Context: an optimization exercise on an open-source flow, tuned for small area, a short achievable clock period and few clock cycles. The choices shown serve that exercise and are no tape-out recipe. The RTL was checked by simulation tests, not by an equivalence proof against the original design. Power figures rest on the tool's default switching activity, not on a simulated workload.

## flow/run.sh

```bash
#!/bin/bash
# synth_recipe.tcl (not shown) runs the flow's synth.tcl, then flattens the netlist and writes it again
# the make line also repeats each setting of config.mk as NAME=value (left out here)
make -C /OpenROAD-flow-scripts/flow DESIGN_CONFIG=/design/flow/config.mk WORK_HOME=/design/flow/orfs CLKGATE_MAP_FILE= SYNTH_SCRIPT=/design/flow/synth_recipe.tcl finish
```

## flow/config.mk

```make
export PLATFORM = sky130hd
export DESIGN_NAME = infix_expression_evaluator_unit
export DESIGN_NICKNAME = infix_expression_evaluator_unit
export VERILOG_FILES = /design/flow/design.v
export SDC_FILE = /design/flow/constraint.sdc
export NUM_CORES = 4
export LEC_CHECK = 0
export CAP_MARGIN = 0
export CORE_MARGIN = 2
export CORE_UTILIZATION = 40
export SETUP_SLACK_MARGIN = 5
export SLEW_MARGIN = 0
```

## flow/constraint.sdc

```tcl
create_clock -name core_clock -period 9.0 [get_ports {clock}]
set_input_delay 1.8000 -clock core_clock [delete_from_list [all_inputs] [get_ports {clock}]]
set_output_delay 1.8000 -clock core_clock [all_outputs]
set_load 0.01 [all_outputs]
```

## flow/design.v

```verilog
package iee_pkg;
   localparam int unsigned DATA_W = 32;
   localparam logic [7:0] CH_NEWLINE = 8'd10;
   localparam logic [7:0] CH_SPACE   = 8'd32;
   localparam logic [7:0] CH_STAR    = 8'd42;
   localparam logic [7:0] CH_PLUS    = 8'd43;
   localparam logic [7:0] CH_MINUS   = 8'd45;
   localparam logic [7:0] CH_SLASH   = 8'd47;
   localparam logic [7:0] CH_ZERO    = 8'd48;
   localparam logic [7:0] CH_NINE    = 8'd57;
   localparam logic [1:0] OP_LOAD = 2'd0;
   localparam logic [1:0] OP_MUL  = 2'd1;
   localparam logic [1:0] OP_DIV  = 2'd2;
   localparam logic [1:0] ST_OK      = 2'd0;
   localparam logic [1:0] ST_INVALID = 2'd1;
   localparam logic [1:0] ST_DIVZERO = 2'd2;
   localparam logic [1:0] PK_ADDSUB = 2'd0;
   localparam logic [1:0] PK_MULDIV = 2'd1;
   localparam logic [1:0] PK_END    = 2'd2;
   localparam logic [1:0] S_RUN   = 2'd0;   
   localparam logic [1:0] S_PEND  = 2'd1;   
   localparam logic [1:0] S_DIV   = 2'd2;   
   localparam logic [1:0] S_APPLY = 2'd3;   
endpackage
module iee_divider (
   input  logic [31:0] x,
   input  logic [32:0] diff,
   input  logic [4:0]  cnt,
   output logic [31:0] x_next,
   output logic [31:0] rem_next,
   output logic        next_bit
);
   logic qbit;
   assign qbit = ~diff[32];
   always_comb begin
      for (int i = 0; i < 32; i++) x_next[i] = (i[4:0] == cnt) ? qbit : x[i];
   end
   assign next_bit = x[cnt - 5'd1];
   assign rem_next = diff[31:0];
endmodule
module iee_add #(
   parameter int W = 32
) (
   input  logic [W-1:0] a,
   input  logic [W-1:0] b,
   input  logic         cin,
   output logic [W-1:0] s
);
   logic [W-1:0] p, g;
   logic [W-1:0] gg [0:$clog2(W)];
   logic [W-1:0] pp [0:$clog2(W)];
   always_comb begin
      p = a ^ b;
      g = a & b;
      gg[0] = g;
      pp[0] = p;
      gg[0][0] = g[0] | (p[0] & cin);
      for (int l = 0; l < $clog2(W); l++) begin
         for (int i = 0; i < W; i++) begin
            if (i >= (1 << l)) begin
               gg[l+1][i] = gg[l][i] | (pp[l][i] & gg[l][i - (1 << l)]);
               pp[l+1][i] = pp[l][i] & pp[l][i - (1 << l)];
            end else begin
               gg[l+1][i] = gg[l][i];
               pp[l+1][i] = pp[l][i];
            end
         end
      end
      s[0] = p[0] ^ cin;
      for (int i = 1; i < W; i++) s[i] = p[i] ^ gg[$clog2(W)][i-1];
   end
endmodule
import iee_pkg::*;
module infix_expression_evaluator_unit (
   input  logic                        clock,
   input  logic                        reset,
   input  logic                        req_tvalid,
   output logic                        req_tready,
   input  logic [7:0]                  req_tdata,
   input  logic                        req_tlast,
   output logic                        rsp_tvalid,
   input  logic                        rsp_tready,
   output logic signed [31:0]          rsp_tdata,
   output logic [1:0]                  rsp_tuser
);
   logic        iv_q;
   logic        ic_dig_q, ic_as_q, ic_md_q, ic_nl_q, ic_inv_q, ia_q, il_q;
   logic [3:0]  id_q;
   logic        ip1_1_q, ip1_2_q, ip1_4_q, ip1_8_q, ip2_1_q, ip2_2_q, ineg_q;
   logic [1:0]  state_q, state_d;
   logic [31:0] sum_q, sum_d;
   logic [31:0] term_q, term_d;
   logic        ts_q, ts_d;
   logic [31:0] acc_q, acc_d;
   logic [31:0] rem_q, rem_d;
   logic [1:0]  op_q, op_d;
   logic        sign_q, sign_d;
   logic [1:0]  st_q, st_d;
   logic        fresh_q, fresh_d;
   logic        rv_q, rv_d;
   logic [1:0]  rst_q, rst_d;
   logic [1:0]  pk_q, pk_d;
   logic        pa_q, pa_d;
   logic        pl_q, pl_d;
   logic [4:0]  cnt_q, cnt_d;
   logic        qn_q, qn_d;
   logic        dz_q, dz_d;        
   logic        apply_q, div_q;    
   logic        nb_q, nb_d;
   logic [7:0] c;
   logic       run, take, extra;
   assign c          = req_tdata;
   assign run        = (state_q == S_RUN);
   assign take       = run && iv_q;
   assign req_tready = !iv_q || run || extra;
   always_ff @(posedge clock) begin
      if (reset) begin
         iv_q <= 1'b0;
      end else if (req_tready) begin
         iv_q <= req_tvalid;
      end
      if (req_tready) begin
         ic_dig_q <= (c >= CH_ZERO) && (c <= CH_NINE);
         ic_as_q  <= (c == CH_PLUS) || (c == CH_MINUS);
         ic_md_q  <= (c == CH_STAR) || (c == CH_SLASH);
         ic_nl_q  <= (c == CH_NEWLINE);
         ic_inv_q <= !(((c >= CH_ZERO) && (c <= CH_NINE)) || (c == CH_SPACE) ||
                       (c == CH_PLUS) || (c == CH_MINUS) || (c == CH_STAR) ||
                       (c == CH_SLASH) || (c == CH_NEWLINE));
         ia_q     <= (c == CH_MINUS) || (c == CH_SLASH);
         il_q     <= req_tlast;
         id_q     <= c[3:0];
         ip1_1_q  <= (c[3:0] == 4'd1);
         ip1_2_q  <= (c[3:0] == 4'd2);
         ip1_4_q  <= (c[3:0] == 4'd3) || (c[3:0] == 4'd4) || (c[3:0] == 4'd5);
         ip1_8_q  <= (c[3:0] == 4'd6) || (c[3:0] == 4'd7) || (c[3:0] == 4'd8) ||
                     (c[3:0] == 4'd9);
         ip2_1_q  <= (c[3:0] == 4'd3) || (c[3:0] == 4'd5) || (c[3:0] == 4'd7) ||
                     (c[3:0] == 4'd9);
         ip2_2_q  <= (c[3:0] == 4'd6);
         ineg_q   <= (c[3:0] == 4'd3) || (c[3:0] == 4'd6) || (c[3:0] == 4'd7);
      end
   end
   logic [31:0] m, p1, p2;
   logic        p2neg;
   logic [31:0] acc_digit;
   assign m = term_q;
   assign p1 = ({32{ip1_1_q}} & m) | ({32{ip1_2_q}} & (m << 1)) |
               ({32{ip1_4_q}} & (m << 2)) | ({32{ip1_8_q}} & (m << 3));
   assign p2 = ({32{ip2_1_q}} & m) | ({32{ip2_2_q}} & (m << 1));
   assign p2neg = ineg_q;
   logic [31:0] o1, o2, o3, o4, s1, c1, s2, c2;
   assign o1 = acc_q << 3;
   assign o2 = {acc_q[30:0], p2neg};
   assign o3 = p1;
   assign o4 = p2neg ? ~p2 : p2;
   assign s1 = o1 ^ o2 ^ o3;
   assign c1 = {(o1[30:0] & o2[30:0]) | (o1[30:0] & o3[30:0]) | (o2[30:0] & o3[30:0]), 1'b0};
   assign s2 = s1 ^ c1 ^ o4;
   assign c2 = {(s1[30:0] & c1[30:0]) | (s1[30:0] & o4[30:0]) | (c1[30:0] & o4[30:0]), 1'b0};
   iee_add #(.W(32)) u_acc_add (
      .a   (s2),
      .b   (c2),
      .cin (1'b0),
      .s   (acc_digit)
   );
   logic [31:0] x_next, rem_next;
   logic [32:0] sum33;
   logic        next_bit;
   iee_divider u_div (
      .x        (term_q),
      .diff     (sum33),
      .cnt      (cnt_q),
      .x_next   (x_next),
      .rem_next (rem_next),
      .next_bit (next_bit)
   );
   logic [31:0] dvd_mag;
   logic [4:0]  dvd_msb;
   logic        dvd_zero, dvd_min, dvd_neg;
   assign dvd_mag  = rem_q[31] ? (~rem_q + 32'd1) : rem_q;
   assign dvd_zero = (rem_q == 32'd0);
   assign dvd_min  = (rem_q == 32'h8000_0000);
   assign dvd_neg  = dvd_min || (ts_q ^ rem_q[31]);
   logic dvs_zero;
   assign dvs_zero = (acc_q == 32'd0);
   logic [7:0] dvd_nib, dvs_nib, dvs_nib_above;
   logic       q_zero;
   always_comb begin
      for (int k = 0; k < 8; k++) begin
         dvd_nib[k] = |dvd_mag[4*k +: 4];
         dvs_nib[k] = acc_q[31] ? !(&acc_q[4*k +: 4]) : (|acc_q[4*k +: 4]);
      end
      dvs_nib_above[7] = 1'b0;
      for (int k = 6; k >= 0; k--) dvs_nib_above[k] = dvs_nib_above[k+1] | dvs_nib[k+1];
   end
   assign q_zero = dvs_zero || ((dvd_nib & ~dvs_nib_above) == 8'd0);
   logic [15:0] lz16;
   logic [7:0]  lz8;
   logic [3:0]  lz4;
   logic [1:0]  lz2;
   always_comb begin
      dvd_msb[4] = |dvd_mag[31:16];
      lz16       = dvd_msb[4] ? dvd_mag[31:16] : dvd_mag[15:0];
      dvd_msb[3] = |lz16[15:8];
      lz8        = dvd_msb[3] ? lz16[15:8] : lz16[7:0];
      dvd_msb[2] = |lz8[7:4];
      lz4        = dvd_msb[2] ? lz8[7:4] : lz8[3:0];
      dvd_msb[1] = |lz4[3:2];
      lz2        = dvd_msb[1] ? lz4[3:2] : lz4[1:0];
      dvd_msb[0] = lz2[1];
   end
   logic a_addsub, a_muldiv, a_end, a_attr, a_last, a_close;
   assign a_addsub = run ? ic_as_q : (pk_q == PK_ADDSUB);
   assign a_muldiv = run ? ic_md_q : (pk_q == PK_MULDIV);
   assign a_end    = run ? ic_nl_q : (pk_q == PK_END);
   assign a_attr   = run ? ia_q    : pa_q;
   assign a_last   = run ? il_q    : pl_q;
   assign a_close  = a_addsub || a_muldiv || a_end;
   logic        apply, needs_div, dz;
   logic [31:0] f, sumv, total;
   logic        fs, fsub;
   logic [1:0]  st_close;
   logic        out_free;
   assign apply     = apply_q;
   assign needs_div = !apply && (op_q == OP_DIV);
   assign dz        = apply && dz_q;
   assign f         = apply ? term_q : acc_q;
   assign fs        = apply ? qn_q : ts_q;
   logic        dividing;
   logic [32:0] add_a, add_b;
   assign dividing  = div_q;
   assign sumv      = fresh_q ? 32'd0 : sum_q;
   assign fsub      = dividing ? (rem_q[31] == acc_q[31]) : (sign_q ^ fs);
   assign add_a     = dividing ? {rem_q, nb_q} : {1'b0, sumv};
   assign add_b     = fsub ? ~{f[31], f} : {f[31], f};
   iee_add #(.W(33)) u_total_add (
      .a   (add_a),
      .b   (add_b),
      .cin (fsub),
      .s   (sum33)
   );
   assign total = sum33[31:0];
   assign st_close  = (dz && st_q == ST_OK) ? ST_DIVZERO : st_q;
   assign out_free  = !rv_q || rsp_tready;
   logic ic_plain;
   assign ic_plain = iv_q && !il_q && !(ic_as_q || ic_md_q || ic_nl_q);
   always_comb begin
      extra = 1'b0;
      if (ic_plain) begin
         if (state_q == S_APPLY) begin
            unique case (pk_q)
               PK_ADDSUB: extra = !rv_q && !pl_q;
               PK_MULDIV: extra = pa_q && !pl_q;
               default:   extra = !rv_q;
            endcase
         end else if (state_q == S_PEND) begin
            extra = (pk_q == PK_END) && !rv_q && (op_q != OP_DIV);
         end
      end
   end
   always_comb begin
      state_d = state_q;
      sum_d   = sum_q;
      term_d  = term_q;
      ts_d    = ts_q;
      acc_d   = acc_q;
      rem_d   = rem_q;
      op_d    = op_q;
      sign_d  = sign_q;
      st_d    = st_q;
      fresh_d = fresh_q;
      rv_d    = rv_q && !rsp_tready;
      rst_d   = rst_q;
      pk_d    = pk_q;
      pa_d    = pa_q;
      pl_d    = pl_q;
      cnt_d   = cnt_q;
      qn_d    = qn_q;
      dz_d    = dz_q;
      nb_d    = nb_q;
      if (state_q == S_DIV) begin
         term_d = x_next;
         rem_d  = rem_next;
         nb_d   = next_bit;
         cnt_d  = cnt_q - 5'd1;
         if (cnt_q == 5'd0) state_d = S_APPLY;
      end else if (run && !(iv_q && a_close)) begin
         if (iv_q) begin
            if (ic_dig_q) acc_d = acc_digit;
            if (ic_inv_q) st_d = ST_INVALID;
            if (il_q) begin
               state_d = S_PEND;
               pk_d    = PK_END;
            end
         end
      end else begin
         pk_d = a_addsub ? PK_ADDSUB : (a_muldiv ? PK_MULDIV : PK_END);
         pa_d = a_attr;
         pl_d = a_last && !a_end;
         if (needs_div) begin
            term_d  = q_zero ? 32'd0 : dvd_mag;
            dz_d    = dvs_zero;
            rem_d   = 32'd0;
            qn_d    = dvd_neg ^ acc_q[31];
            cnt_d   = dvd_msb;
            nb_d    = 1'b1;
            state_d = (dvd_zero || q_zero) ? S_APPLY : S_DIV;
         end else if (a_muldiv) begin
            st_d   = st_close;
            term_d = a_attr ? 32'd1 : f;
            if (a_attr) rem_d = f;
            ts_d   = fs;
            acc_d  = 32'd0;
            op_d   = a_attr ? OP_DIV : OP_MUL;
            if (a_last) begin
               state_d = S_PEND;
               pk_d    = PK_END;
            end else begin
               state_d = S_RUN;
            end
         end else if (!out_free) begin
            state_d = apply ? S_APPLY : S_PEND;
         end else if (a_addsub) begin
            st_d    = st_close;
            sum_d   = total;
            fresh_d = 1'b0;
            sign_d  = a_attr;
            op_d    = OP_LOAD;
            term_d  = 32'd1;
            ts_d    = 1'b0;
            acc_d   = 32'd0;
            if (a_last) begin
               state_d = S_PEND;
               pk_d    = PK_END;
            end else begin
               state_d = S_RUN;
            end
         end else begin
            rv_d    = 1'b1;
            rst_d   = st_close;
            sum_d   = (st_close == ST_OK) ? total : 32'd0;
            fresh_d = 1'b1;
            sign_d  = 1'b0;
            op_d    = OP_LOAD;
            term_d  = 32'd1;
            ts_d    = 1'b0;
            acc_d   = 32'd0;
            st_d    = ST_OK;
            state_d = S_RUN;
         end
         if (extra) begin
            if (ic_dig_q) acc_d = {28'd0, id_q};
            if (ic_inv_q) st_d = ST_INVALID;
         end
      end
   end
   always_ff @(posedge clock) begin
      if (reset) begin
         state_q <= S_RUN;
         apply_q <= 1'b0;
         div_q   <= 1'b0;
         acc_q   <= 32'd0;
         term_q  <= 32'd1;
         ts_q    <= 1'b0;
         op_q    <= OP_LOAD;
         sign_q  <= 1'b0;
         st_q    <= ST_OK;
         fresh_q <= 1'b1;
         rv_q    <= 1'b0;
      end else begin
         state_q <= state_d;
         apply_q <= (state_d == S_APPLY);
         div_q   <= (state_d == S_DIV);
         acc_q   <= acc_d;
         term_q  <= term_d;
         ts_q    <= ts_d;
         op_q    <= op_d;
         sign_q  <= sign_d;
         st_q    <= st_d;
         fresh_q <= fresh_d;
         rv_q    <= rv_d;
      end
      sum_q  <= sum_d;
      rem_q  <= rem_d;
      rst_q  <= rst_d;
      pk_q   <= pk_d;
      pa_q   <= pa_d;
      pl_q   <= pl_d;
      cnt_q  <= cnt_d;
      qn_q   <= qn_d;
      dz_q   <= dz_d;
      nb_q   <= nb_d;
   end
   assign rsp_tvalid = rv_q;
   assign rsp_tdata  = sum_q;
   assign rsp_tuser  = rst_q;
endmodule
```

==> results.yml, run 1 <==
run_status:
  run_status: "timing/DRC/antenna clean"
cells_and_area:
  syn_to_final_growth_pct: 25.9
  final_area_sq_mm: 0.0207
  final_cells: 2568
  multi_input_area_sq_mm: 0.0122
  fillers: 3702
  mostFrequentLayoutCells: "137 x buf_4, 132 x nor2_1, 126 x inv_1, 126 x a21oi_1, 119 x nand2_1"
  regArea_sq_mm: 0.00443
  drive_above_1_share_pct: 22.4
  layout.nets: 2166
  final_common_cell: "buf_4"
sta:
  relSlewSlack_pct: 16.6
  layout_setup_ws_ps: 4330
  setup_viol_count_final: 0
  worstMarginPinSlew_ps: 1250
  rsz0062_at_grt: "yes"
  hold_viol: 0
  period_minus_slack_ps: 4670
  finalMaxSlewViolations: 0
  fmax_ghz: 0.214
  skew_ps: 18.3
  finalCritPeriodShare_pct: 51.9
  tns_ps: 0
synthesis:
  synth-async-reset-ratio_pct: 0
  syn_area_per_cell_sq_um: 8.53
  syn-num-nets: 2070
  synth_edf_count: 96
  synth_top_area_cell: "edfxtp_1"
  synth_cells: 1926
  syn_area_sq_mm: 0.0164
  synth_warnings: 8
  ys_top_cells_by_area: "edfxtp_1 18%, dfxtp_1 9.4%, fa_1 7.3%, ha_1 5.4%, a21oi_1 4.6%"
  synth_seq_cells: 173
  synthFlopType: "edfxtp_1"
  synthDistinctLibCells: 85
  synth_seq_area_share_pct: 26.9
  yosysTopAreaCellShare_pct: 17.6
cts:
  cts_made_buffers: 17
  clkSinkCount: 173
  path_clk_slew_ps: 70
  cts_tree: "built"
  clock_path_buffers: 2
  cts_max_level: 4
  cts-root-buf: "clkbuf_16"
  clkLatencyLatePin_ps: 480
critical_path:
  crit_type: "reg2reg"
  r2r_slack_ps: 4330
  crit_path_frequent_cell: "a21oi_2"
  worstPathArrival_ps: 5030
  required_ps: 9360
  crit_path_end_kind: "flop"
  worstSetupStartpointType: "flop"
  crit_slowest_cell: "fa_1"
  crit_family: "compound AO/OA/AOI/OAI gates"
  path_max_fanout: 15
  critPathBufInv: 2
  slowest_delay_ps: 530
  cp_cell_sequence: "buf_12 > a22o_1 > a221oi_2 > fa_1 > fa_1 > inv_2 > ha_4 > and3_4 > a221o_1 > a21oi_2 > o31ai_4 > a21oi_2 > o2111ai_2 > a21o_1 > a221o_1 > a21oi_2 > xnor2_1 > a22o_1"
pwr:
  seq_power_share_pct: 41.8
  p_int_mw: 1.49
  leakagePower_nw: 7.79
  vdd_drop_max_mv: 0.143
  clkPwrFrac_pct: 36.4
  power.switching_mw: 0.686
  switching_share_pct: 31.5
  power.density_mw_per_mm2: 105
  pwr-share-comb_pct: 21.8
global_routing:
  grt_pass1_wl_microns: 89300
  grt_usage_pct: 27.4
  grt_pass1_vias: 15336
  overflow: 0
  grt_max_degree: 83
  antenna_found_initial: 0
placed_design:
  numPlacedInstances: 2392
  dpl_cell_area_sq_mm: 0.0175
  place_congestion: 0.949
  port_buffers: 48
  dp_hpwl_microns: 39600
  place_ws_ps: 4020
routing:
  vias: 16036
  viasPerCell: 6.24
  wirelength_microns: 59000
  post-route-drc-count: 0
  drtIter0Drc: 2000
  final_antenna_net_count: 0
  dr.pass1.iters: 6
  routedWlPerCell_microns: 23.0
floorplanning:
  rows: 74
  start_util_pct: 40.4
  design.die.area_sq_mm: 0.0427
  fp.coreArea_sq_mm: 0.0406
  die_h_microns: 207
  boundaryPins: 49
  die_w_microns: 207
worst_hold_path:
  hp-class: "reg2reg"
run:
  drv_cap: 0
## logic make-up (layout without fill, tap and decap cells)
logic type / after synthesis / after routing / synth area share, %
and+or+nand+nor: 483 / 483 / 14.6
muxes: 37 / 37 / 3.05
DFF: 173 / 173 / 26.9
other: 0 / 1 / 0
AOI/OAI and AO/OA: 658 / 659 / 27.2
buffers and inverters: 286 / 394 / 7.09
adders and majority gates: 131 / 131 / 12.7
xor gates and xnor gates: 158 / 158 / 8.43
## layer usage
| layer | wire length, microns | track usage [%] |
|---|---|---|
| met4 | 2770 | 14.3 |
| met5 | 0 | 0 |
| met1 | 25300 | 37.2 |
| met3 | 4000 | 3.74 |
| met2 | 26900 | 42.5 |
## Yosys cell counts (all sizes together) (6+ instances only)
cell    number
a21o        34
nor3b        6
a221oi      29
o22ai        7
a22o        63
xor2        76
o31a         6
mux4        10
xnor2       82
edfxtp      96
a211oi      28
or2         11
nor3        40
or4         13
o21ai      130
dfxtp       77
a22oi       59
or3         25
buf         38
o21a        17
a31oi       12
inv        132
o211ai       7
a311oi      17
nand4       15
ha          71
nor2       138
clkbuf     114
a21boi      18
nand3       23
and2         6
fa          60
a21oi      151
nand2b      28
and3         9
nor4        21
o31ai       15
nand2      123
mux2i       23
o21bai      17
nor2b       10
## path summary, 6_finish.rpt
kind	startpoint	endpoint	cells past startpoint
max	ip1_1_q	acc_q[31]	18
min	op_q[0]	op_q[0]	2
max reg2reg	ip1_1_q	acc_q[31]	18
min reg2reg	op_q[0]	op_q[0]	2
## sequential cells by signal, indices dropped and copies added (netlist names), 4 cells and up
name and count:
id_q 4, sum_q 32, acc_q 32, cnt_q 5, term_q 32, rem_q 32
## worst register-to-register path, stage by stage (launching register included)
cell	delay, ps
edfxtp_1	440
buf_12	180
a22o_1	230
a221oi_2	240
fa_1	490
fa_1	530
inv_2	50
ha_4	220
and3_4	180
a221o_1	380
a21oi_2	220
o31ai_4	130
a21oi_2	220
o2111ai_2	130
a21o_1	190
a221o_1	330
a21oi_2	150
xnor2_1	80
a22o_1	180
## power by group through the flow
stage          registers, mW  logic, mW  clock network, mW
6_report               0.909      0.475              0.792
2_1_floorplan          0.888      0.334                  0
5_1_grt                0.911      0.521              0.830
3_5_place_dp           0.923      0.412                  0
3_3_place_gp           0.923      0.405                  0
4_1_cts                0.906      0.450              0.795
## cell type report
type | count | area share (%)
tap | 532 | 3.22
multi-input combinational | 1468 | 59.1
timing repair buffer | 230 | 10.9
sequential | 173 | 21.4
inverter | 132 | 2.40
clock buffer | 22 | 2.45
clock inverter | 10 | 0.454
antenna | 1 | 0.0121
## metrics by stage
stage | total power, mW | utilization, % | hold WS (ps)
floorplan | 1.22 | - | 451
global placement | 1.33 | 43.0 | 465
detailed placement | 1.34 | 43.0 | 470
CTS | 2.15 | 48.1 | 508
global route | 2.26 | 50.9 | 539
finish | 2.18 | 50.9 | 508
## repair_timing
action / CTS / global route
cloned: 8 / 4
setup buffers: 83 / 48
endpoints found under the hold margin: 0 / 0
pin swaps: 45 / 80
setup endpoints to repair: 90 / 87
resized for setup: 132 / 131
hold buffers: 0 / 0
Testbench counts, summed over its fixed seeds: cycles 38,127.
==> run 2: changes to the inputs <==
--- a/flow/config.mk
+++ b/flow/config.mk
@@ -6,7 +6,7 @@
 export NUM_CORES = 4
 export LEC_CHECK = 0
-export CAP_MARGIN = 0
+export CAP_MARGIN = 20
 export CORE_MARGIN = 2
 export CORE_UTILIZATION = 40
 export SETUP_SLACK_MARGIN = 5
-export SLEW_MARGIN = 0
+export SLEW_MARGIN = 20
==> results.yml, run 2 <==
critical_path:
  slowest_delay_ps: 530
  r2r-end: "acc_q[31]"
  worstPathArrival_ps: 5010
  crit_slowest_cell: "fa_1"
  path_max_fanout: 30
  crit_path_frequent_cell: "a21oi_2"
  reg2regPathDepth: 17
  critPathBufInv: 2
  r2r-start: "ip1_4_q"
  crit_family: "compound AO/OA/AOI/OAI gates"
  crit_path_end_kind: "flop"
  crit_type: "reg2reg"
  worstSetupStartpointType: "flop"
  cp_cell_sequence: "buf_4 > a221oi_2 > fa_1 > fa_1 > inv_2 > ha_4 > and3_4 > a221o_1 > a21oi_2 > o31ai_4 > a21oi_2 > o2111ai_2 > a21o_1 > a221o_1 > a21oi_2 > xnor2_1 > a22o_1"
  r2r_slack_ps: 4350
  required_ps: 9360
routing:
  post-route-drc-count: 0
  dr.pass1.iters: 6
  viasPerCell: 6.24
  routedWlPerCell_microns: 22.9
  drtIter0Drc: 1613
  wirelength_microns: 58200
  final_antenna_net_count: 0
  vias: 15877
synthesis:
  synth_simple_gate_area_share_pct: 14.6
  synth_seq_cells: 173
  synthTopCellsByCount: "150 x a21oi_1, 138 x nor2_1, 132 x inv_1"
  ys_top_cells_by_area: "edfxtp_1 18%, dfxtp_1 9.4%, fa_1 7.3%, ha_1 5.4%, a21oi_1 4.6%"
  synth_warnings: 8
  synthXorXnorAreaFrac_pct: 8.43
  synth-async-reset-ratio_pct: 0
  synth_seq_area_share_pct: 26.9
  synth_edf_count: 96
  synthMuxAreaShare_pct: 3.05
  synth_top_family_by_area: "compound AO/OA/AOI/OAI gates"
  synth_fa_ha_area_share_pct: 12.7
  syn_area_sq_mm: 0.0164
  syn_area_per_cell_sq_um: 8.53
  synth_compound_area_share_pct: 27.2
  yosysMostFrequentCell: "a21oi_1"
  syn-num-nets: 2070
  synth_cells: 1926
  synthFlopType: "edfxtp_1"
  synth_top_area_cell: "edfxtp_1"
  synthDistinctLibCells: 85
  yosysTopAreaCellShare_pct: 17.6
placed_design:
  place_ws_ps: 3990
  port_buffers: 48
  place_congestion: 0.949
  dp_hpwl_microns: 39700
cells_and_area:
  mostFrequentLayoutCells: "129 x nor2_1, 128 x a21oi_1, 128 x buf_4"
  multi_input_area_sq_mm: 0.0121
  layout.nets: 2145
  final_common_cell: "nor2_1"
  n_antenna_cell: 0
  fillers: 3796
  utilization_pct: 49.7
  syn_to_final_growth_pct: 23.1
  drive_above_1_share_pct: 20.8
  regArea_sq_mm: 0.00443
sta:
  setup_viol_count_final: 0
  finalMaxSlewViolations: 0
  timing.hold.ws_ps: 497
  period_minus_slack_ps: 4650
  tns_ps: 0
  hold_viol: 0
  layout_setup_ws_ps: 4350
  rsz0062_at_grt: "yes"
  skew_ps: 11.8
  fmax_ghz: 0.215
  finalCritPeriodShare_pct: 51.7
  relSlewSlack_pct: 38.5
  worstMarginPinSlew_ps: 923
floorplanning:
  die_w_microns: 207
  fp.coreArea_sq_mm: 0.0406
  design.die.area_sq_mm: 0.0427
  start_util_pct: 40.4
  die_h_microns: 207
  rows: 74
  boundaryPins: 49
run_status:
  run_status: "timing/DRC/antenna clean"
cts:
  clock_path_buffers: 2
  path_clk_slew_ps: 70
  cts_hold_buf: 0
  cts_made_buffers: 17
  cts-root-buf: "clkbuf_16"
  cts_tree: "built"
  cts_max_level: 4
  clkLatencyLatePin_ps: 470
  clkSinkCount: 173
global_routing:
  grt_max_degree: 83
  antenna_found_initial: 0
  grt_pass1_vias: 14978
  grt_pass1_wl_microns: 88100
  grt_usage_pct: 27.0
  overflow: 0
pwr:
  vdd_drop_max_mv: 0.142
  finalPower_mw: 2.16
  leakagePower_nw: 7.56
  power.density_mw_per_mm2: 107
worst_hold_path:
  hp-class: "reg2reg"
  holdPathStages: 2
  min-delay-start: "op_q[0]"
  holdPathEnd: "op_q[0]"
run:
  drv_cap: 0
-- run 2: cell counts after synthesis --
Identical to the previous run, type by type.
-- run 2: stage by stage --
step / instance area [sq um] / instances
6_report: 20200 / 2546
5_1_grt: 20200 / 2546
4_1_cts: 19300 / 2492
3_5_place_dp: 17500 / 2393
3_3_place_gp: 17500 / 2392
2_1_floorplan: 16800 / 1926
-- run 2: how the worst max path moves through the flow --
stage	startpoint	end	slack, ps	cells after the start
floorplan	ip1_1_q	acc_q[31]	4700	18
detailed placement	qn_q	term_q[27]	3990	17
global placement	qn_q	term_q[11]	4130	17
global route	ip1_1_q	acc_q[31]	4180	18
CTS	ip1_1_q	acc_q[31]	4370	18
finish	ip1_4_q	acc_q[31]	4350	17
-- run 2: metal layers --
metal / part of all wire, % / GRT usage, % / vias to the layer above
met5: 0 / 0 / -
met4: 4.3 / 12.1 / 0
met3: 7.7 / 4.03 / 131
met2: 46 / 42.8 / 748
met1: 42 / 36.5 / 7796
li1: - / - / 7202
-- run 2: timing repair --
| item | 4_1_cts | 5_1_grt |
|---|---|---|
| buffers inserted | 63 | 52 |
| endpoints found under the setup margin | 90 | 84 |
| pin swaps | 76 | 89 |
| resized for setup | 121 | 104 |
| cloned | 4 | 2 |
-- run 2: layout make-up --
class	instances	share of cell area, %
clock buffer	23	2.48
clock inverter	9	0.396
inverter	132	2.45
timing repair buffer	209	9.57
sequential	173	21.9
tap	532	3.29
multi-input combinational	1468	59.9
-- run 2: kinds of logic after synthesis --
group                    Yosys count
buffers and inverters            286
AO/OA/AOI/OAI                    658
flip-flops                       173
XOR/XNOR                         158
adder cells (fa/ha/maj)          131
multiplexers                      37
AND/OR/NAND/NOR                  483
-- run 2: worst register-to-register path: stages, from the launching register on --
cell,delay [ps]
edfxtp_1,360
buf_4,290
a221oi_2,440
fa_1,470
fa_1,530
inv_2,50
ha_4,210
and3_4,170
a221o_1,370
a21oi_2,220
o31ai_4,120
a21oi_2,240
o2111ai_2,140
a21o_1,220
a221o_1,320
a21oi_2,150
xnor2_1,90
a22o_1,180
-- run 2: report_power, final --
| group | switching (mW) | internal [mW] | total (mW) |
|---|---|---|---|
| clock network | 0.346 | 0.421 | 0.767 |
| registers | 0.0512 | 0.858 | 0.909 |
| logic | 0.278 | 0.211 | 0.489 |
==> run 3: changes to the inputs <==
--- a/flow/config.mk
+++ b/flow/config.mk
@@ -8,5 +8,6 @@
 export CAP_MARGIN = 20
 export CORE_MARGIN = 2
-export CORE_UTILIZATION = 40
+export CORE_UTILIZATION = 50
+export PLACE_DENSITY = 0.8
 export SETUP_SLACK_MARGIN = 5
 export SLEW_MARGIN = 20
==> results.yml, run 3 <==
synthesis:
  synth_top_area_cell: "edfxtp_1"
  syn_area_per_cell_sq_um: 8.53
  synth_cells: 1926
  synth-async-reset-ratio_pct: 0
  syn-num-nets: 2070
  yosysMostFrequentCell: "a21oi_1"
  synth_seq_area_share_pct: 26.9
  synthFlopType: "edfxtp_1"
  synthDistinctLibCells: 85
  yosysTopAreaCellShare_pct: 17.6
  synth_edf_count: 96
  synth_seq_cells: 173
  synth_warnings: 8
  synthTopCellsByCount: "150 x a21oi_1, 138 x nor2_1, 132 x inv_1"
  syn_area_sq_mm: 0.0164
  ys_top_cells_by_area: "edfxtp_1 18%, dfxtp_1 9.4%, fa_1 7.3%, ha_1 5.4%, a21oi_1 4.6%"
sta:
  period_minus_slack_ps: 4610
  relSlewSlack_pct: 31.3
  rsz0062_at_grt: "yes"
  setup_viol_count_final: 0
  fmax_ghz: 0.217
  finalCritPeriodShare_pct: 51.2
  hold_viol: 0
  timing.hold.ws_ps: 491
  tns_ps: 0
  worstMarginPinSlew_ps: 1030
  layout_setup_ws_ps: 4390
  skew_ps: 17.0
  finalMaxSlewViolations: 0
floorplanning:
  fp.coreArea_sq_mm: 0.0325
  rows: 66
  die_w_microns: 185
  start_util_pct: 50.6
  design.die.area_sq_mm: 0.0343
  die_h_microns: 185
  boundaryPins: 49
placed_design:
  dpl_cell_area_sq_mm: 0.0173
  place_congestion: 0.963
  place_ws_ps: 3880
  port_buffers: 48
  dp_hpwl_microns: 37100
routing:
  routedWlPerCell_microns: 23.8
  wirelength_microns: 58800
  vias: 16739
  final_antenna_net_count: 0
  viasPerCell: 6.77
  drtIter0Drc: 2486
  dr.pass1.iters: 9
  post-route-drc-count: 0
critical_path:
  cp_cell_sequence: "buf_12 > a22o_1 > a221oi_2 > fa_1 > fa_1 > inv_1 > ha_2 > a21o_1 > a221o_1 > a21oi_2 > o31ai_4 > a21oi_2 > o2111ai_2 > a21o_1 > a221o_1 > a21oi_2 > xnor2_1 > a22o_1"
  slowest_delay_ps: 550
  crit_type: "reg2reg"
  crit_path_frequent_cell: "a21oi_2"
  crit_family: "compound AO/OA/AOI/OAI gates"
  worstPathArrival_ps: 4950
  r2r-start: "ip1_1_q"
  r2r_slack_ps: 4390
  path_max_fanout: 16
  crit_path_end_kind: "flop"
  critPathBufInv: 2
  crit_slowest_cell: "fa_1"
  worstSetupStartpointType: "flop"
  required_ps: 9340
  reg2regPathDepth: 18
  r2r-end: "acc_q[31]"
worst_hold_path:
  holdPathStages: 2
  hp-class: "reg2reg"
  min-delay-start: "ts_q"
  holdPathEnd: "ts_q"
run:
  drv_cap: 0
cts:
  clkLatencyLatePin_ps: 460
  cts_tree: "built"
  clkSinkCount: 173
  cts_made_buffers: 17
  cts_max_level: 4
  cts-root-buf: "clkbuf_16"
  path_clk_slew_ps: 70
  clock_path_buffers: 2
pwr:
  vdd_drop_max_mv: 0.105
  power.density_mw_per_mm2: 108
  leakagePower_nw: 7.68
cells_and_area:
  mostFrequentLayoutCells: "141 x buf_4, 129 x nor2_1, 128 x a21oi_1"
  drive_above_1_share_pct: 22.3
  fillers: 2525
  final_common_cell: "buf_4"
  n_antenna_cell: 0
  syn_to_final_growth_pct: 24.1
  layout.nets: 2161
  final_area_sq_mm: 0.0204
run_status:
  run_status: "timing/DRC/antenna clean"
global_routing:
  grt_max_degree: 83
  grt_pass1_wl_microns: 87600
  grt_pass1_vias: 15829
  overflow: 0
  antenna_found_initial: 0
  grt_usage_pct: 32.9
## run 3: cell counts after synthesis
Identical to the previous run, type by type.
## run 3: how the worst max path moves through the flow
stage	from	to	slack, ps	depth (start not counted)
after floorplan	ip1_1_q	acc_q[31]	4700	18
after global placement	ip1_2_q	acc_q[30]	3970	16
after detailed placement	ip1_2_q	acc_q[30]	3880	16
after CTS	ip1_2_q	acc_q[31]	4460	19
after global routing	ip1_2_q	acc_q[30]	4240	20
final	ip1_1_q	acc_q[31]	4390	18
## run 3: cell families (layout without fill, tap and decap cells)
kind of cell	Yosys count	after routing	synth area share, %
DFF	173	173	26.9
and+or+nand+nor	483	484	14.6
xor gates and xnor gates	158	158	8.43
buffers and inverters	286	389	7.09
adders and majority gates	131	131	12.7
muxes	37	37	3.05
AOI/OAI and AO/OA	658	658	27.2
## run 3: area by class of cell
class | instances | area (sq um) | area share (%)
clock buffer | 21 | 472 | 2.31
clock inverter | 11 | 131 | 0.645
inverter | 132 | 495 | 2.43
multi-input combinational | 1468 | 12200 | 59.8
sequential | 173 | 4430 | 21.7
tap | 442 | 553 | 2.71
timing repair buffer | 225 | 2120 | 10.4
## run 3: report_power, final
group / internal, mW / switching, mW
Combinational: 0.213 / 0.286
Clock: 0.437 / 0.357
Sequential: 0.858 / 0.0513
Total: 1.51 / 0.694
## run 3: metal layers
| layer | track usage, % | wire length, microns | vias to the layer above |
|---|---|---|---|
| met2 | 51.9 | 26800 | 1257 |
| li1 | - | - | 7232 |
| met1 | 42.1 | 22200 | 7980 |
| met3 | 6.69 | 6340 | 270 |
| met5 | 0 | 0 | - |
| met4 | 18.0 | 3470 | 0 |
## run 3: worst min-delay path, cell delays in order (launching register included)
cell and delay [ps]:
dfxtp_1 340, nand2_1 60, a21oi_1 50
## run 3: repair_timing
action	4_1_cts	5_1_grt
pin swaps	59	87
buffers inserted	85	49
gates resized for setup	137	106
hold buffers	0	0
endpoints found under the setup margin	101	88
cloned	9	1
## run 3: per-stage QoR
stage / power [mW] / util, % / std cells
floorplan: 1.22 / - / 1926
global placement: 1.32 / 53.4 / 2296
detailed placement: 1.33 / 53.4 / 2296
CTS: 2.13 / 59.9 / 2422
global route: 2.27 / 62.8 / 2472
finish: 2.20 / 62.8 / 2472
==> run 4: changes to the inputs <==
--- a/flow/design.v
+++ b/flow/design.v
@@ -27,12 +27,15 @@
    input  logic [32:0] diff,
    input  logic [4:0]  cnt,
+   input  logic        wq,
    output logic [31:0] x_next,
    output logic [31:0] rem_next,
-   output logic        next_bit
+   output logic        next_bit,
+   output logic        qbit
 );
-   logic qbit;
+   logic [5:0] wpos;
    assign qbit = ~diff[32];
+   assign wpos = {1'b0, cnt} + 6'd1;
    always_comb begin
-      for (int i = 0; i < 32; i++) x_next[i] = (i[4:0] == cnt) ? qbit : x[i];
+      for (int i = 0; i < 32; i++) x_next[i] = (i[5:0] == wpos) ? wq : x[i];
    end
    assign next_bit = x[cnt - 5'd1];
@@ -88,4 +91,5 @@
    logic [3:0]  id_q;
    logic        ip1_1_q, ip1_2_q, ip1_4_q, ip1_8_q, ip2_1_q, ip2_2_q, ineg_q;
+   logic        ih1_1_q, ih1_2_q, ih1_4_q, ih1_8_q, ih2_1_q, ih2_2_q, ihneg_q;
    logic [1:0]  state_q, state_d;
    logic [31:0] sum_q, sum_d;
@@ -113,4 +117,6 @@
    assign run        = (state_q == S_RUN);
    assign take       = run && iv_q;
+   logic is_dig;
+   assign is_dig     = (c >= CH_ZERO) && (c <= CH_NINE);
    assign req_tready = !iv_q || run || extra;
    always_ff @(posedge clock) begin
@@ -121,5 +127,5 @@
       end
       if (req_tready) begin
-         ic_dig_q <= (c >= CH_ZERO) && (c <= CH_NINE);
+         ic_dig_q <= is_dig;
          ic_as_q  <= (c == CH_PLUS) || (c == CH_MINUS);
          ic_md_q  <= (c == CH_STAR) || (c == CH_SLASH);
@@ -140,4 +146,13 @@
          ip2_2_q  <= (c[3:0] == 4'd6);
          ineg_q   <= (c[3:0] == 4'd3) || (c[3:0] == 4'd6) || (c[3:0] == 4'd7);
+         ih1_1_q  <= is_dig && (c[3:0] == 4'd1);
+         ih1_2_q  <= is_dig && (c[3:0] == 4'd2);
+         ih1_4_q  <= is_dig && ((c[3:0] == 4'd3) || (c[3:0] == 4'd4) || (c[3:0] == 4'd5));
+         ih1_8_q  <= is_dig && ((c[3:0] == 4'd6) || (c[3:0] == 4'd7) || (c[3:0] == 4'd8) ||
+                                (c[3:0] == 4'd9));
+         ih2_1_q  <= is_dig && ((c[3:0] == 4'd3) || (c[3:0] == 4'd5) || (c[3:0] == 4'd7) ||
+                                (c[3:0] == 4'd9));
+         ih2_2_q  <= is_dig && (c[3:0] == 4'd6);
+         ihneg_q  <= is_dig && ((c[3:0] == 4'd3) || (c[3:0] == 4'd6) || (c[3:0] == 4'd7));
       end
    end
@@ -146,7 +161,14 @@
    logic [31:0] acc_digit;
    assign m = term_q;
-   assign p1 = ({32{ip1_1_q}} & m) | ({32{ip1_2_q}} & (m << 1)) |
-               ({32{ip1_4_q}} & (m << 2)) | ({32{ip1_8_q}} & (m << 3));
-   assign p2 = ({32{ip2_1_q}} & m) | ({32{ip2_2_q}} & (m << 1));
+   logic [31:0] s1_1, s1_2, s1_4, s1_8, s2_1, s2_2, sneg;
+   assign s1_1 = {{16{ih1_1_q}}, {16{ip1_1_q}}};
+   assign s1_2 = {{16{ih1_2_q}}, {16{ip1_2_q}}};
+   assign s1_4 = {{16{ih1_4_q}}, {16{ip1_4_q}}};
+   assign s1_8 = {{16{ih1_8_q}}, {16{ip1_8_q}}};
+   assign s2_1 = {{16{ih2_1_q}}, {16{ip2_1_q}}};
+   assign s2_2 = {{16{ih2_2_q}}, {16{ip2_2_q}}};
+   assign sneg = {{16{ihneg_q}}, {16{ineg_q}}};
+   assign p1 = (s1_1 & m) | (s1_2 & (m << 1)) | (s1_4 & (m << 2)) | (s1_8 & (m << 3));
+   assign p2 = (s2_1 & m) | (s2_2 & (m << 1));
    assign p2neg = ineg_q;
    logic [31:0] o1, o2, o3, o4, s1, c1, s2, c2;
@@ -154,5 +176,5 @@
    assign o2 = {acc_q[30:0], p2neg};
    assign o3 = p1;
-   assign o4 = p2neg ? ~p2 : p2;
+   assign o4 = p2 ^ sneg;
    assign s1 = o1 ^ o2 ^ o3;
    assign c1 = {(o1[30:0] & o2[30:0]) | (o1[30:0] & o3[30:0]) | (o2[30:0] & o3[30:0]), 1'b0};
@@ -166,4 +188,6 @@
    );
    logic [31:0] x_next, rem_next;
+   logic        qbit;
+   logic        wq_q, wq_d;        
    logic [32:0] sum33;
    logic        next_bit;
@@ -172,4 +196,6 @@
       .diff     (sum33),
       .cnt      (cnt_q),
+      .wq       (wq_q),
+      .qbit     (qbit),
       .x_next   (x_next),
       .rem_next (rem_next),
@@ -226,5 +252,5 @@
    assign needs_div = !apply && (op_q == OP_DIV);
    assign dz        = apply && dz_q;
-   assign f         = apply ? term_q : acc_q;
+   assign f         = apply ? {term_q[31:1], wq_q} : acc_q;
    assign fs        = apply ? qn_q : ts_q;
    logic        dividing;
@@ -264,4 +290,5 @@
       sum_d   = sum_q;
       term_d  = term_q;
+      wq_d    = wq_q;
       ts_d    = ts_q;
       acc_d   = acc_q;
@@ -282,4 +309,5 @@
       if (state_q == S_DIV) begin
          term_d = x_next;
+         wq_d   = qbit;
          rem_d  = rem_next;
          nb_d   = next_bit;
@@ -301,4 +329,5 @@
          if (needs_div) begin
             term_d  = q_zero ? 32'd0 : dvd_mag;
+            wq_d    = 1'b0;
             dz_d    = dvs_zero;
             rem_d   = 32'd0;
@@ -390,4 +419,5 @@
       cnt_q  <= cnt_d;
       qn_q   <= qn_d;
+      wq_q   <= wq_d;
       dz_q   <= dz_d;
       nb_q   <= nb_d;
--- a/flow/config.mk
+++ b/flow/config.mk
@@ -8,6 +8,5 @@
 export CAP_MARGIN = 20
 export CORE_MARGIN = 2
-export CORE_UTILIZATION = 50
-export PLACE_DENSITY = 0.8
+export CORE_UTILIZATION = 40
 export SETUP_SLACK_MARGIN = 5
 export SLEW_MARGIN = 20
==> results.yml, run 4 <==
critical_path:
  worstSetupStartpointType: "flop"
  reg2regPathDepth: 15
  worstPathArrival_ps: 4630
  crit_path_end_kind: "flop"
  crit_type: "reg2reg"
  path_max_fanout: 10
  required_ps: 9360
global_routing:
  grt_max_degree: 71
  grt_usage_pct: 26.5
  antenna_found_initial: 0
  grt_pass1_vias: 15201
  overflow: 0
  grt_pass1_wl_microns: 90300
routing:
  final_antenna_net_count: 0
  routedWlPerCell_microns: 23.0
  wirelength_microns: 59200
  post-route-drc-count: 0
  vias: 16141
  dr.pass1.iters: 6
  viasPerCell: 6.29
  drtIter0Drc: 1698
sta:
  skew_ps: 17.1
  relSlewSlack_pct: 25.6
  worstMarginPinSlew_ps: 1110
  finalMaxSlewViolations: 0
  period_minus_slack_ps: 4270
  fmax_ghz: 0.234
  hold_viol: 0
  setup_viol_count_final: 0
  finalCritPeriodShare_pct: 47.5
  tns_ps: 0
  rsz0062_at_grt: "yes"
synthesis:
  yosysMostFrequentCell: "nor2_1"
  synth_seq_area_share_pct: 27.5
  synthTopCellsByCount: "168 x nor2_1, 160 x a21oi_1, 129 x clkbuf_1"
  synthFlopType: "edfxtp_1"
  synth-async-reset-ratio_pct: 0
  synth_edf_count: 104
  synth_warnings: 8
  syn_area_per_cell_sq_um: 8.69
  yosysTopAreaCellShare_pct: 18.4
  syn_area_sq_mm: 0.0170
  synth_top_area_cell: "edfxtp_1"
  ys_top_cells_by_area: "edfxtp_1 18%, dfxtp_1 9.1%, fa_1 7.1%, ha_1 5.4%, xnor2_1 5.2%"
  syn-num-nets: 2098
  synth_seq_cells: 181
  synthDistinctLibCells: 92
  synth_cells: 1952
cts:
  path_clk_slew_ps: 90
  cts-root-buf: "clkbuf_16"
  cts_made_buffers: 17
  cts_hold_buf: 0
  cts_max_level: 4
  clkLatencyLatePin_ps: 480
  cts_tree: "built"
  clkSinkCount: 181
  clock_path_buffers: 2
floorplanning:
  die_h_microns: 210
  die_w_microns: 210
  boundaryPins: 49
  design.die.area_sq_mm: 0.0441
  start_util_pct: 40.5
  fp.coreArea_sq_mm: 0.0419
  rows: 75
placed_design:
  port_buffers: 48
  place_congestion: 0.956
  dp_hpwl_microns: 42000
cells_and_area:
  drive_above_1_share_pct: 20.0
  multi_input_area_sq_mm: 0.0124
  utilization_pct: 49.4
  layout.nets: 2162
  mostFrequentLayoutCells: "163 x nor2_1, 144 x a21oi_1, 133 x buf_4"
  regArea_sq_mm: 0.00467
  n_antenna_cell: 0
  final_common_cell: "nor2_1"
  syn_to_final_growth_pct: 22.1
  fillers: 3777
worst_hold_path:
  hp-class: "reg2reg"
  holdPathStages: 2
run_status:
  run_status: "timing/DRC/antenna clean"
pwr:
  leakagePower_nw: 7.86
  finalPower_mw: 2.93
  power.density_mw_per_mm2: 141
  vdd_drop_max_mv: 0.126
run:
  drv_cap: 0
[run 4: routing by layer]
metal	GRT usage [%]	part of all wire, %	vias up
li1	-	-	7346
met1	37.6	44	7912
met2	40.9	45	785
met3	3.61	7.9	98
met4	10.4	3.4	0
met5	0	0	-
[run 4: final cells by class]
class	instances	share of cell area [%]
tap	539	3.25
clock buffer	17	2.05
multi-input combinational	1487	59.8
timing repair buffer	204	9.28
clock inverter	15	0.761
sequential	181	22.6
inverter	125	2.26
[run 4: timing repair]
| action | 4_1_cts | 5_1_grt |
|---|---|---|
| pin swaps | 89 | 75 |
| endpoints found under the setup margin | 98 | 83 |
| gates resized for setup | 117 | 98 |
| setup buffers | 86 | 42 |
| gates cloned | 6 | 0 |
[run 4: metrics by stage]
stage / worst slack (ps) / instances / cell area [sq um] / hold WS [ps]
after global routing: 4550 / 2568 / 20700 / 510
after floorplan: 4960 / 1952 / 17300 / 441
after CTS: 4680 / 2525 / 19900 / 491
after detailed placement: 4000 / 2401 / 17900 / 477
after global placement: 4080 / 2401 / 17900 / 469
final: 4730 / 2568 / 20700 / 507
[run 4: critical path, stage by stage (launching register included)]
cell	delay, ps
dfxtp_1	620
a22oi_1	170
nand2_1	100
fa_1	460
fa_1	520
ha_1	390
o21ai_2	180
o211ai_1	150
a41oi_2	220
o21ai_2	130
a41o_1	230
o211a_1	260
nor3_4	240
o21bai_1	110
xor2_1	150
a22o_1	200
[run 4: kinds of logic (layout without fill, tap and decap cells)]
group                      Yosys count  after routing  synth area share (%)
muxes                               59             59                  4.25
DFF                                181            181                  27.5
xor gates and xnor gates           163            163                  8.46
buffers and inverters              284            361                  6.47
and+or+nand+nor                    503            503                  14.7
AOI/OAI and AO/OA                  629            629                  26.1
adders and majority gates          133            133                  12.5
[run 4: report_power, final]
group	total [mW]	internal (mW)	switching (mW)	leakage [nW]
logic	1.01	0.449	0.566	5.91
clock network	0.771	0.371	0.400	0.289
registers	1.15	0.973	0.173	1.66
total	2.93	1.79	1.14	7.86
[run 4: final timing paths]
check / start / end / slack, ps
worst max-delay path: term_q[3] / acc_q[28] / 4730
worst min-delay path: sign_q / sign_q / 510
worst min register to register: sign_q / sign_q / 510
worst max register to register: term_q[3] / acc_q[28] / 4730
Testbench counts of run 4, summed over its fixed seeds: cycles 38,127.
==> run 5: changes to the inputs <==
--- a/flow/config.mk
+++ b/flow/config.mk
@@ -6,7 +6,8 @@
 export NUM_CORES = 4
 export LEC_CHECK = 0
+export ABC_AREA = 1
 export CAP_MARGIN = 20
 export CORE_MARGIN = 2
-export CORE_UTILIZATION = 40
+export CORE_UTILIZATION = 50
 export SETUP_SLACK_MARGIN = 5
 export SLEW_MARGIN = 20
==> results.yml, run 5 <==
routing:
  routedWlPerCell_microns: 21.2
  final_antenna_net_count: 0
  vias: 17486
  post-route-drc-count: 0
  drtIter0Drc: 1763
  dr.pass1.iters: 6
  wirelength_microns: 62100
  viasPerCell: 5.96
sta:
  tns_ps: 0
  relSlewSlack_pct: 29.0
  fmax_ghz: 0.243
  setup_viol_count_final: 0
  skew_ps: 9.87
  finalCritPeriodShare_pct: 45.8
  period_minus_slack_ps: 4120
  hold_viol: 0
  worstMarginPinSlew_ps: 1060
  finalMaxSlewViolations: 0
  rsz0062_at_grt: "yes"
synthesis:
  ys_top_cells_by_area: "edfxtp_1 18%, nand2_1 10%, dfxtp_1 9.0%, fa_1 7.1%, inv_1 7.1%"
  synth_seq_area_share_pct: 27.4
  synthXorXnorAreaFrac_pct: 6.37
  synthFlopType: "edfxtp_1"
  synth_warnings: 8
  synth-async-reset-ratio_pct: 0
  yosysTopAreaCellShare_pct: 18.3
  synth_fa_ha_area_share_pct: 12.4
  syn_area_per_cell_sq_um: 7.12
  synth_compound_area_share_pct: 19.7
  synthTopCellsByCount: "471 x nand2_1, 320 x inv_1, 202 x nor2_1"
  synth_top_family_by_area: "simple AND/OR/NAND/NOR gates"
  syn_area_sq_mm: 0.0170
  synth_top_area_cell: "edfxtp_1"
  yosysMostFrequentCell: "nand2_1"
  synth_simple_gate_area_share_pct: 24.6
  synthMuxAreaShare_pct: 0.118
  syn-num-nets: 2538
  synth_seq_cells: 181
  synthDistinctLibCells: 57
  synth_edf_count: 104
  synth_cells: 2392
cts:
  cts_max_level: 4
  clkSinkCount: 181
  clkLatencyLatePin_ps: 460
  cts-root-buf: "clkbuf_16"
  path_clk_slew_ps: 80
  cts_made_buffers: 17
  cts_tree: "built"
  clock_path_buffers: 2
critical_path:
  required_ps: 9330
  reg2regPathDepth: 22
  r2r-end: "acc_q[22]"
  path_max_fanout: 8
  worstPathArrival_ps: 4450
  crit_type: "reg2reg"
  crit_path_end_kind: "flop"
  r2r_slack_ps: 4880
  worstSetupStartpointType: "flop"
  r2r-start: "ip1_1_q"
global_routing:
  grt_usage_pct: 34.4
  grt_max_degree: 66
  grt_pass1_wl_microns: 94400
  overflow: 0
  grt_pass1_vias: 16541
  antenna_found_initial: 0
placed_design:
  dpl_cell_area_sq_mm: 0.0181
  place_congestion: 0.981
  port_buffers: 48
  dp_hpwl_microns: 46900
pwr:
  leakagePower_nw: 8.23
  power.density_mw_per_mm2: 180
  vdd_drop_max_mv: 0.146
cells_and_area:
  mostFrequentLayoutCells: "452 x nand2_1, 304 x inv_1, 199 x nor2_1"
  fillers: 3184
  syn_to_final_growth_pct: 17.8
  regArea_sq_mm: 0.00467
  drive_above_1_share_pct: 14.1
  final_common_cell: "nand2_1"
  n_antenna_cell: 0
  final_area_sq_mm: 0.0201
  layout.nets: 2617
  multi_input_area_sq_mm: 0.0115
  utilization_pct: 59.9
floorplanning:
  design.die.area_sq_mm: 0.0356
  rows: 67
  die_h_microns: 189
  die_w_microns: 189
  start_util_pct: 50.8
  boundaryPins: 49
  fp.coreArea_sq_mm: 0.0335
worst_hold_path:
  hp-class: "reg2reg"
  holdPathStages: 2
  min-delay-start: "st_q[1]"
  holdPathEnd: "st_q[1]"
run_status:
  run_status: "timing/DRC/antenna clean"
run:
  drv_cap: 0
run 5: per-stage QoR:
step / hold WS (ps) / instances / total power, mW / setup WS, ps
floorplan: 430 / 2392 / 2.09 / 5010
CTS: 462 / 2901 / 3.44 / 4940
detailed placement: 452 / 2835 / 2.55 / 3950
finish: 463 / 2932 / 3.61 / 4880
global placement: 441 / 2835 / 2.53 / 4070
global route: 511 / 2932 / 3.81 / 4640
run 5: cell families (layout without fill, tap and decap cells):
| group | count (synthesis) | after routing |
|---|---|---|
| and+or+nand+nor | 951 | 951 |
| AOI/OAI and AO/OA | 578 | 578 |
| buffers and inverters | 423 | 515 |
| DFF | 181 | 181 |
| adders and majority gates | 133 | 133 |
| xor gates and xnor gates | 124 | 124 |
| muxes | 2 | 2 |
run 5: worst max-delay path, stage by stage (launching register included):
cell and delay, ps:
edfxtp_1 430, clkinvlp_4 190, o22ai_2 100, a221o_1 310
fa_1 500, fa_1 600, ha_4 240, a21oi_4 140
nand2_2 70, nand2_2 80, nand2_2 70, a21oi_4 140
o21ai_2 90, buf_6 130, a21oi_4 170, o31ai_4 100
nand2_1 100, nand2_2 70, nand2_2 80, nand2_2 60
or2_4 220, nand3_2 60, a21oi_2 50
run 5: repair_timing:
item	4_1_cts	5_1_grt
buffers inserted	31	28
cloned	3	2
setup endpoints to repair	90	61
hold endpoints to repair	0	0
hold buffers	0	0
pin swaps	28	45
gates resized for setup	91	107
run 5: how the worst max path moves through the flow:
stage / from / end / slack, ps / depth (start not counted)
final: ip1_1_q / acc_q[22] / 4880 / 22
after global routing: ip1_1_q / acc_q[30] / 4640 / 25
after CTS: ip1_1_q / acc_q[30] / 4940 / 25
after floorplan: ip1_1_q / acc_q[23] / 5010 / 20
after detailed placement: div_q / rem_q[30] / 3950 / 18
after global placement: rsp_tready / term_q[28] / 4070 / 9
run 5: power breakdown:
part	switching [mW]	leakage [nW]	total, mW	internal [mW]
Combinational	1.12	6.29	1.71	0.583
Clock	0.371	0.291	0.811	0.440
Sequential	0.105	1.65	1.09	0.987
Total	1.60	8.23	3.61	2.01
run 5: layout make-up:
type | instances | area share (%)
Sequential cell | 181 | 23.3
Multi-Input combinational cell | 1788 | 57.2
Tap cell | 448 | 2.79
Timing Repair inverter | 2 | 0.0623
Clock inverter | 15 | 0.885
Timing Repair Buffer | 151 | 7.26
Clock buffer | 17 | 2.12
Inverter | 330 | 6.36
run 5: metal layers:
layer	up-vias	GRT usage, %	part of all wire, %
met5	-	0	0
li1	8252	-	-
met4	0	12.0	3.1
met2	770	54.8	46
met1	8354	48.0	44
met3	110	4.62	7.2
==> run 6: changes to the inputs <==
--- a/flow/config.mk
+++ b/flow/config.mk
@@ -9,5 +9,6 @@
 export CAP_MARGIN = 20
 export CORE_MARGIN = 2
-export CORE_UTILIZATION = 50
+export CORE_UTILIZATION = 40
+export GPL_ROUTABILITY_DRIVEN = 0
 export SETUP_SLACK_MARGIN = 5
 export SLEW_MARGIN = 20
==> results.yml, run 6 <==
run_status:
  run_status: "timing/DRC/antenna clean"
global_routing:
  antenna_found_initial: 1
  grt_max_degree: 65
  grt_usage_pct: 26.6
  grt_pass1_vias: 16597
  grt_pass1_wl_microns: 92500
  overflow: 0
sta:
  relSlewSlack_pct: 32.8
  fmax_ghz: 0.246
  hold_viol: 0
  skew_ps: 12.0
  timing.hold.ws_ps: 466
  tns_ps: 0
  finalMaxSlewViolations: 0
  worstMarginPinSlew_ps: 1010
  finalCritPeriodShare_pct: 45.2
  setup_viol_count_final: 0
  period_minus_slack_ps: 4070
  rsz0062_at_grt: "yes"
cts:
  path_clk_slew_ps: 70
  cts_tree: "built"
  clkLatencyLatePin_ps: 470
  cts-root-buf: "clkbuf_16"
  clkSinkCount: 181
  clock_path_buffers: 2
  cts_max_level: 4
  cts_made_buffers: 17
  cts_hold_buf: 0
floorplanning:
  start_util_pct: 40.6
  design.die.area_sq_mm: 0.0443
  die_h_microns: 210
  rows: 75
  die_w_microns: 210
  boundaryPins: 49
  fp.coreArea_sq_mm: 0.0419
run:
  drv_cap: 0
routing:
  dr.pass1.iters: 6
  post-route-drc-count: 0
  routedWlPerCell_microns: 19.7
  wirelength_microns: 59700
  vias: 17468
  viasPerCell: 5.76
  final_antenna_net_count: 0
  drtIter0Drc: 1997
pwr:
  leakagePower_nw: 8.22
  p_int_mw: 1.97
  switching_share_pct: 43.9
  seq_power_share_pct: 31.1
  power.switching_mw: 1.54
  clkPwrFrac_pct: 21.8
  power.density_mw_per_mm2: 174
  pwr-share-comb_pct: 47.1
  vdd_drop_max_mv: 0.133
cells_and_area:
  mostFrequentLayoutCells: "459 x nand2_1, 307 x inv_1, 199 x nor2_1"
  final_common_cell: "nand2_1"
  layout.nets: 2625
  drive_above_1_share_pct: 14.0
  syn_to_final_growth_pct: 18.4
  fillers: 4163
placed_design:
  port_buffers: 48
  dp_hpwl_microns: 45200
critical_path:
  crit_family: "adder cells"
  path_max_fanout: 4
  critPathBufInv: 1
  slowest_delay_ps: 550
  crit_path_end_kind: "flop"
  crit_slowest_cell: "fa_1"
  required_ps: 9330
  crit_type: "reg2reg"
  crit_path_frequent_cell: "nand2_1"
  worstPathArrival_ps: 4400
  worstSetupStartpointType: "flop"
worst_hold_path:
  hp-class: "reg2reg"
synthesis:
  synth_seq_area_share_pct: 27.4
  syn_area_per_cell_sq_um: 7.12
  syn_area_sq_mm: 0.0170
  synth_warnings: 8
  yosysMostFrequentCell: "nand2_1"
  synth_edf_count: 104
  synth_seq_cells: 181
  synthFlopType: "edfxtp_1"
  yosysTopAreaCellShare_pct: 18.3
  synth_top_area_cell: "edfxtp_1"
  synthDistinctLibCells: 57
  syn-num-nets: 2538
  synth_cells: 2392
  ys_top_cells_by_area: "edfxtp_1 18%, nand2_1 10%, dfxtp_1 9.0%, fa_1 7.1%, inv_1 7.1%"
  synth-async-reset-ratio_pct: 0
  synthTopCellsByCount: "471 x nand2_1, 320 x inv_1, 202 x nor2_1"
[run 6: cell counts after synthesis]
Identical to the previous run, type by type.
[run 6: final timing paths]
path / startpoint / end / slack (ps) / depth (start not counted)
worst max-delay path: ip1_1_q / acc_q[30] / 4930 / 25
worst min-delay path: st_q[1] / st_q[1] / 470 / 2
worst max register to register: ip1_1_q / acc_q[30] / 4930 / 25
worst min register to register: st_q[1] / st_q[1] / 470 / 2
[run 6: worst register-to-register path, stage by stage (launching register included)]
cell and delay [ps]:
edfxtp_1 460, clkinvlp_4 150, o22ai_1 90, a221o_1 300
fa_1 480, fa_1 550, ha_4 310, nand3_1 70
nand2_1 70, nand2_1 70, nand2_1 70, a21oi_2 80
o21ai_4 190, nand2_1 90, nand2_2 100, nand2_2 70
nand2_2 90, nand2_2 80, o21ai_2 150, nand2_1 80
nand2_2 80, nand2_1 50, nand2_1 70, a21boi_1 60
o21ai_1 70, a21oi_1 70
[run 6: cell families after synthesis]
logic type	count (synthesis)	synth area share (%)
AO/OA/AOI/OAI	578	19.7
XOR/XNOR	124	6.37
adder cells (fa/ha/maj)	133	12.4
buffers and inverters	423	9.46
flip-flops	181	27.4
multiplexers	2	0.118
AND/OR/NAND/NOR	951	24.6
[run 6: repair_timing]
item                       in CTS  in global routing
buffers inserted               22                 44
gates resized for setup        76                 96
cloned                          5                  3
pin swaps                      25                 56
setup endpoints to repair      71                 45
[run 6: per-layer routing]
layer	up-vias	GRT usage [%]	share of wire (%)
li1	8245	-	-
met4	0	12.3	4.4
met3	148	3.53	7.6
met2	797	42.9	45
met1	8278	35.6	43
met5	-	0	0
[run 6: per-stage QoR]
| stage | setup slack (ps) | instance area, sq um | cells | util (%) | total power [mW] |
|---|---|---|---|---|---|
| after floorplan | 5010 | 17100 | 2392 | - | 2.09 |
| after global placement | 4170 | 18200 | 2923 | 43.3 | 2.52 |
| after detailed placement | 4080 | 18200 | 2924 | 43.3 | 2.54 |
| after CTS | 4940 | 19300 | 2983 | 46.0 | 3.36 |
| after global routing | 4690 | 20200 | 3032 | 48.1 | 3.72 |
| final | 4930 | 20200 | 3033 | 48.1 | 3.51 |
[run 6: area by class of cell]
cell class / count / area (sq um) / area share (%)
multi-input combinational: 1788 / 11400 / 56.6
sequential: 181 / 4670 / 23.2
timing repair buffer: 157 / 1530 / 7.57
inverter: 330 / 1280 / 6.36
tap: 539 / 674 / 3.34
clock buffer: 18 / 450 / 2.23
clock inverter: 14 / 124 / 0.614
timing repair inverter: 4 / 27.5 / 0.136
antenna: 2 / 5.00 / 0.0248
[run 6: power groups by stage]
stage	logic [mW]	clock network, mW	registers, mW
floorplan	1.03	0	1.07
global placement	1.41	0	1.10
detailed placement	1.44	0	1.11
CTS	1.50	0.771	1.09
global route	1.82	0.801	1.10
finish	1.66	0.764	1.09
==> run 7: changes to the inputs <==
--- a/flow/config.mk
+++ b/flow/config.mk
@@ -10,5 +10,4 @@
 export CORE_MARGIN = 2
 export CORE_UTILIZATION = 40
-export GPL_ROUTABILITY_DRIVEN = 0
-export SETUP_SLACK_MARGIN = 5
+export SETUP_SLACK_MARGIN = 4
 export SLEW_MARGIN = 20
==> results.yml, run 7 <==
run_status:
  run_status: "timing/DRC/antenna clean"
worst_hold_path:
  min-delay-start: "st_q[1]"
  holdPathEnd: "st_q[1]"
  holdPathStages: 2
  hp-class: "reg2reg"
cts:
  cts_max_level: 4
  path_clk_slew_ps: 80
  cts_made_buffers: 17
  clkLatencyLatePin_ps: 490
  clkSinkCount: 181
  cts_hold_buf: 0
  clock_path_buffers: 2
  cts-root-buf: "clkbuf_16"
  cts_tree: "built"
critical_path:
  r2r-end: "rem_q[30]"
  crit_path_end_kind: "flop"
  crit_type: "reg2reg"
  reg2regPathDepth: 22
  crit_start: "rem_q[31]"
  path_max_fanout: 38
  r2r_slack_ps: 4410
  r2r-start: "rem_q[31]"
  required_ps: 9210
  worstPathArrival_ps: 4810
  worstSetupStartpointType: "flop"
cells_and_area:
  syn_to_final_growth_pct: 10.6
  n_antenna_cell: 0
  fillers: 4327
  layout.nets: 2556
  drive_above_1_share_pct: 6.97
  final_common_cell: "nand2_1"
  mostFrequentLayoutCells: "470 x nand2_1, 317 x inv_1, 200 x nor2_1"
  final_cells: 2962
  regArea_sq_mm: 0.00467
  multi_input_area_sq_mm: 0.0108
synthesis:
  synth_cells: 2392
  yosysMostFrequentCell: "nand2_1"
  synthDistinctLibCells: 57
  synthTopCellsByCount: "471 x nand2_1, 320 x inv_1, 202 x nor2_1"
  synthFlopType: "edfxtp_1"
  ys_top_cells_by_area: "edfxtp_1 18%, nand2_1 10%, dfxtp_1 9.0%, fa_1 7.1%, inv_1 7.1%"
  synth_top_area_cell: "edfxtp_1"
  synth_seq_cells: 181
  syn-num-nets: 2538
  synth_warnings: 8
  syn_area_per_cell_sq_um: 7.12
  synth-async-reset-ratio_pct: 0
  syn_area_sq_mm: 0.0170
  synth_seq_area_share_pct: 27.4
  synth_edf_count: 104
  yosysTopAreaCellShare_pct: 18.3
routing:
  post-route-drc-count: 0
  wirelength_microns: 59000
  dr.pass1.iters: 7
  drtIter0Drc: 1764
  viasPerCell: 5.68
  routedWlPerCell_microns: 19.9
  vias: 16835
  final_antenna_net_count: 0
global_routing:
  grt_pass1_wl_microns: 92100
  grt_pass1_vias: 16004
  antenna_found_initial: 0
  grt_usage_pct: 27.0
  overflow: 0
  grt_max_degree: 67
sta:
  finalMaxSlewViolations: 0
  skew_ps: 11.5
  rsz0062_at_grt: "no"
  worstMarginPinSlew_ps: 956
  fmax_ghz: 0.218
  hold_viol: 0
  setup_viol_count_final: 0
  tns_ps: 0
  timing.hold.ws_ps: 455
  relSlewSlack_pct: 36.2
  finalCritPeriodShare_pct: 51.0
  period_minus_slack_ps: 4590
floorplanning:
  die_h_microns: 210
  design.die.area_sq_mm: 0.0443
  rows: 75
  fp.coreArea_sq_mm: 0.0419
  start_util_pct: 40.6
  boundaryPins: 49
  die_w_microns: 210
placed_design:
  numPlacedInstances: 2927
  port_buffers: 48
  dp_hpwl_microns: 46800
  place_congestion: 0.997
pwr:
  power.density_mw_per_mm2: 178
  leakagePower_nw: 7.73
  finalPower_mw: 3.35
  vdd_drop_max_mv: 0.156
run:
  drv_cap: 0
## run 7: stage by stage
step	setup WS, ps	utilization [%]	area, sq um
after CTS	4000	44.8	18800
after global routing	4010	44.9	18900
final	4410	44.9	18900
after floorplan	4540	-	17000
after detailed placement	3970	43.3	18200
after global placement	4090	43.3	18200
## run 7: cells by family after synthesis
kind of cell	count (synthesis)	synth area share, %
adder cells (fa/ha/maj)	133	12.4
AO/OA/AOI/OAI	578	19.7
multiplexers	2	0.118
AND/OR/NAND/NOR	951	24.6
buffers and inverters	423	9.46
flip-flops	181	27.4
XOR/XNOR	124	6.37
## run 7: repair_timing
item                                    in CTS  in global routing
endpoints found under the setup margin       3                 21
buffers inserted                             0                  1
gates resized for setup                      3                 15
gates cloned                                 0                  1
pin swaps                                    0                  0
## run 7: where the power goes
part,switching (mW),total [mW],internal [mW]
clock,0.396,0.800,0.404
sequential,0.0994,1.09,0.987
combinational,0.985,1.46,0.479
total,1.48,3.35,1.87
## run 7: metal layers
layer,vias to the layer above,wire length (microns),global-route usage [%]
li1,8117,-,-
met1,8002,27300,37.5
met2,611,26100,42.5
met3,105,3580,3.47
met4,0,2030,11.0
met5,-,0,0
## run 7: critical path: stages, from the launching register on
cell	delay [ps]
edfxtp_1	370
buf_6	300
inv_1	220
nand2_1	110
nand3_1	70
nand2_1	110
clkbuf_8	340
nand2_1	90
nand2_1	100
inv_1	50
fa_1	400
nand3_1	90
nand2_1	80
a21oi_1	220
o21ai_0	210
a21boi_2	260
o21ai_1	140
a21boi_1	270
o21ai_1	180
a21oi_1	300
o21ai_1	110
xor2_1	180
o21ai_1	90
## run 7: how the worst max path moves through the flow
stage,end,slack [ps],cells after the start
detailed placement,term_q[28],3970,10
finish,rem_q[30],4410,22
CTS,rem_q[30],4000,20
floorplan,acc_q[23],4540,20
global route,acc_q[23],4010,19
global placement,acc_q[23],4090,19
## run 7: final cells by class
class	instances	area share (%)
Tap cell	539	3.58
Timing Repair Buffer	91	4.39
Multi-Input combinational cell	1788	57.4
Timing Repair inverter	1	0.0265
Clock buffer	18	2.33
Sequential cell	181	24.8
Clock inverter	14	0.843
Inverter	330	6.64
